Source: an optimization exercise on an open RTL-to-GDS flow (aim: a short achievable clock period and few clock cycles per item). Production flows keep margins and buffers that such runs may drop. Only simulation tests tie the RTL to the original design; equivalence was not proved.

==> flow/design.v <==
`timescale 1ns/10ps
`default_nettype none
module xbus_filter_cache #(
    parameter int NB = 3
) (
    input  logic             clk,
    input  logic             arst_n,
    input  logic [65:0]      in_pkt,
    input  logic [NB*9-1:0]  take,
    input  logic [NB-1:0]    release_bank,
    output logic [NB*9-1:0]  rdy,
    output logic [NB*144-1:0] data,
    output logic [NB*9-1:0]  pad,
    output logic             prog_full
);
    localparam int NK = 9;
    localparam int NS = NB * NK;
    localparam int Q = 4;
    localparam logic [1:0] TAG_HEAD = 2'd1;
    logic [80:0]   h_word1h;
    logic [17:0]   h_lane;
    logic [8:0]    h_pad;
    logic          in_head;
    logic          in_body;
    logic          inwin;
    logic [3:0]    nbody;
    logic          inwin_next;
    logic [3:0]    nbody_next;
    logic [NB-1:0] na;
    logic [NB-1:0] cb;
    logic [NB-1:0] busy;
    logic [8:0]    pk1h [0:NK-1];
    logic [1:0]    lane_r [0:NK-1];
    logic [15:0]   lane_vec [0:NK-1];
    logic [NS-1:0] we;
    logic [NS-1:0] we_head;
    xbus_filter_cmd_gen xbus_filter_cmd_gen_inst (
        .win_x  (in_pkt[15:0]),
        .win_y  (in_pkt[31:16]),
        .word1h (h_word1h),
        .lane   (h_lane),
        .pad    (h_pad)
    );
    assign in_head = !inwin && in_pkt[65:64] == TAG_HEAD;
    assign in_body = inwin && in_pkt[65:64] != 2'd0;
    always_comb begin
        inwin_next = inwin;
        nbody_next = nbody;
        if (in_head) begin
            inwin_next = 1'b1;
            nbody_next = '0;
        end else if (in_body) begin
            nbody_next = nbody + 4'd1;
            if (nbody == 4'd8) inwin_next = 1'b0;
        end
    end
    always_ff @(posedge clk or negedge arst_n) begin
        if (!arst_n) begin
            inwin <= 1'b0;
            nbody <= '0;
            na <= NB'(1);
            cb <= '0;
            prog_full <= 1'b0;
            for (int k = 0; k < NK; k++) begin
                pk1h[k] <= '0;
            end
        end else begin
            inwin <= inwin_next;
            nbody <= nbody_next;
            if (in_head) begin
                na <= {na[NB-2:0], na[NB-1]};
                cb <= na;
                for (int k = 0; k < NK; k++) begin
                    pk1h[k] <= h_word1h[k*9 +: 9];
                end
            end else if (in_body) begin
                for (int k = 0; k < NK; k++) begin
                    pk1h[k] <= pk1h[k] >> 1;
                end
            end
            prog_full <= |(busy & (in_head ? {na[NB-2:0], na[NB-1]} : na))
                && (!inwin_next || nbody_next == 4'd8);
        end
    end
    always_ff @(posedge clk) begin
        if (in_head) begin
            for (int k = 0; k < NK; k++) begin
                lane_r[k] <= h_lane[k*2 +: 2];
            end
        end
    end
    always_comb begin
        for (int k = 0; k < NK; k++) begin
            lane_vec[k] = {in_pkt[(Q + lane_r[k]) * 8 +: 8], in_pkt[lane_r[k] * 8 +: 8]};
        end
        for (int b = 0; b < NB; b++) begin
            for (int k = 0; k < NK; k++) begin
                we[b*NK+k] = in_body && cb[b] && pk1h[k][0];
                we_head[b*NK+k] = in_head && na[b];
            end
        end
    end
    always_ff @(posedge clk) begin
        for (int i = 0; i < NS; i++) begin
            if (we[i]) begin
                data[i*16 +: 16] <= lane_vec[i % NK];
            end
            if (we_head[i]) begin
                pad[i] <= h_pad[i % NK];
            end
        end
    end
    always_ff @(posedge clk or negedge arst_n) begin
        if (!arst_n) begin
            rdy <= '0;
            busy <= '0;
        end else begin
            rdy <= we | (we_head & {NB{h_pad}}) | (rdy & ~take);
            for (int b = 0; b < NB; b++) begin
                if (in_head && na[b]) begin
                    busy[b] <= 1'b1;
                end else if (release_bank[b]) begin
                    busy[b] <= 1'b0;
                end
            end
        end
    end
endmodule
`default_nettype wire
`timescale 1ns/10ps
`default_nettype none
module xbus_filter_cmd_gen (
    input  logic [15:0] win_x,
    input  logic [15:0] win_y,
    output logic [80:0] word1h,
    output logic [17:0] lane,
    output logic [8:0]  pad
);
    localparam int IMG_H = 6;
    localparam int IMG_W = 6;
    localparam int PAD_U = 1;
    localparam int PAD_L = 1;
    logic [IMG_H-1:0] row1h [0:2];
    logic [IMG_W-1:0] col1h [0:2];
    always_comb begin
        for (int i = 0; i < 3; i++) begin
            for (int r = 0; r < IMG_H; r++) begin
                row1h[i][r] = win_y == 16'(r + PAD_U - i);
            end
            for (int c = 0; c < IMG_W; c++) begin
                col1h[i][c] = win_x == 16'(c + PAD_L - i);
            end
        end
        for (int kh = 0; kh < 3; kh++) begin
            for (int kw = 0; kw < 3; kw++) begin
                logic [2:0] ccol;
                logic [2:0] crow;
                ccol = win_x[2:0] + 3'(kw) - 3'(PAD_L);
                crow = win_y[2:0] + 3'(kh) - 3'(PAD_U);
                pad[kh*3+kw] = !(|row1h[kh] && |col1h[kw]);
                lane[(kh*3+kw)*2 +: 2] = {crow[0] ^ ccol[1], ccol[0]};
                for (int j = 0; j < 9; j++) begin
                    logic hit;
                    hit = 1'b0;
                    for (int r = 0; r < IMG_H; r++) begin
                        for (int c = 0; c < IMG_W; c++) begin
                            if ((r * IMG_W + c) / 4 == j) begin
                                hit = hit || (row1h[kh][r] && col1h[kw][c]);
                            end
                        end
                    end
                    word1h[(kh*3+kw)*9+j] = hit;
                end
            end
        end
    end
endmodule
`default_nettype wire
`timescale 1ns/10ps
`default_nettype none
module xbus_filter_exec #(
    parameter int NB = 3
) (
    input  logic             clk,
    input  logic             arst_n,
    input  logic [NB*9-1:0]  rdy,
    input  logic [NB*144-1:0] data,
    input  logic [NB*9-1:0]  pad,
    input  logic [7:0]       pad_value,
    output logic [NB*9-1:0]  take,
    output logic [NB-1:0]    release_bank,
    output logic             vec_wr_en,
    output logic [15:0]      vec_din,
    input  logic             vec_full
);
    localparam int NK = 9;
    localparam int NS = NB * NK;
    logic [NS-1:0] sel;
    logic          vf_q;
    logic          issue;
    logic [15:0]   rd_data;
    assign take = vf_q ? '0 : sel;
    assign issue = |(take & rdy);
    always_comb begin
        for (int b = 0; b < NB; b++) begin
            release_bank[b] = issue && sel[b*NK+NK-1];
        end
        rd_data = '0;
        for (int i = 0; i < NS; i++) begin
            rd_data = rd_data | (data[i*16 +: 16] & {16{sel[i]}});
        end
        if (|(pad & sel)) begin
            rd_data = {pad_value, pad_value};
        end
    end
    always_ff @(posedge clk or negedge arst_n) begin
        if (!arst_n) begin
            sel <= NS'(1);
            vf_q <= 1'b1;
            vec_wr_en <= 1'b0;
        end else begin
            vf_q <= vec_full;
            if (issue) begin
                sel <= {sel[NS-2:0], sel[NS-1]};
            end
            vec_wr_en <= issue;
        end
    end
    always_ff @(posedge clk) begin
        vec_din <= rd_data;
    end
endmodule
`default_nettype wire
`timescale 1ns/10ps
`default_nettype none
module xbus_filter (
    input  logic        clk,
    input  logic        arst_n,
    input  logic [65:0] in_pkt,
    input  logic [7:0]  pad_value,
    output logic        vec_wr_en,
    output logic [15:0] vec_din,
    input  logic        vec_full,
    output logic        cache_full
);
    localparam int NB = 2;
    logic [NB*9-1:0] rdy;
    logic [NB*144-1:0] data;
    logic [NB*9-1:0] pad;
    logic [NB*9-1:0] take;
    logic [NB-1:0]   release_bank;
    xbus_filter_cache #(.NB(NB)) xbus_filter_cache_inst (
        .clk          (clk),
        .arst_n       (arst_n),
        .in_pkt       (in_pkt),
        .take         (take),
        .release_bank (release_bank),
        .rdy          (rdy),
        .data         (data),
        .pad          (pad),
        .prog_full    (cache_full)
    );
    xbus_filter_exec #(.NB(NB)) xbus_filter_exec_inst (
        .clk          (clk),
        .arst_n       (arst_n),
        .rdy          (rdy),
        .data         (data),
        .pad          (pad),
        .pad_value    (pad_value),
        .take         (take),
        .release_bank (release_bank),
        .vec_wr_en    (vec_wr_en),
        .vec_din      (vec_din),
        .vec_full     (vec_full)
    );
endmodule
`default_nettype wire
==> flow/config.mk <==
export PLATFORM = sky130hd
export DESIGN_NAME = xbus_filter
export DESIGN_NICKNAME = xbus_filter
export VERILOG_FILES = /design/flow/design.v
export SDC_FILE = /design/flow/constraint.sdc
export NUM_CORES = 4
export LEC_CHECK = 0
export CAP_MARGIN = 20
export CORE_MARGIN = 2
export CORE_UTILIZATION = 40
export SLEW_MARGIN = 20
==> flow/constraint.sdc <==
create_clock -name core_clock -period 4.5 [get_ports {clk}]
set_input_delay 0.9000 -clock core_clock [delete_from_list [all_inputs] [get_ports {clk}]]
set_output_delay 0.9000 -clock core_clock [all_outputs]
set_load 0.01 [all_outputs]
run.sh (not shown) runs the stock make flow with config.mk's settings and CLKGATE_MAP_FILE= SYNTH_SCRIPT=/design/flow/synth_recipe.tcl, a recipe that flattens the netlist after the stock synthesis.
The starting point completed without violations.
Testbench counts at the start, summed over its fixed seeds: cycles 3,894, windows 384.
Then changed:
--- a/flow/config.mk
+++ b/flow/config.mk
@@ -10 +10,2 @@
-export CORE_UTILIZATION = 40
+export CORE_UTILIZATION = 55
+export SETUP_SLACK_MARGIN = 2.8
@@ -11,0 +13 @@
+export TNS_END_PERCENT = 100
Result: Via count rises by about 11%. Final cell count shrinks by 1.8%. Flip-flop and latch count does not change. Worst setup slack gets better by 920 ps. Synthesized cell count is unchanged. First-iteration DRC count increases by 4.2%. Worst hold slack is worse by 50 ps. Global-route usage goes up by 12 points. Fmax increases by 41%.

## re-timing with driven ports
In the flow no input, the clock included, has a driving cell. The finished layouts below were timed again as built, in two steps. Step 1 sets driving cells, clkbuf_16 on the clock port and buf_2 on the other inputs (assumed; they add their load-dependent delay and slew). Step 2 times the ports against the registers' clock, not the clock port: input delays grow and output delays shrink by t, the midpoint of the rising clock arrivals with the driver on. Three values: ideal ports, drivers, drivers and shift; two values: the first two.
run	shift t [ns]	setup slack, ns	worst hold slack (ns)	slew at the worst register clock pin (ns)	cell pins on the clock port's net
the first run	0.652	1.324 / 1.356 / 0.704	0.410 / 0.393 / 0.470	0.07 / 0.07	1
the second run	0.617	2.246 / 2.246 / 1.813	0.360 / 0.349 / 0.485	0.07 / 0.07	1
After both steps setup and hold are still met in every run listed. The setup slack of the first run, which loses most, moves by +0.032 ns with the drivers and by -0.620 ns with both steps.
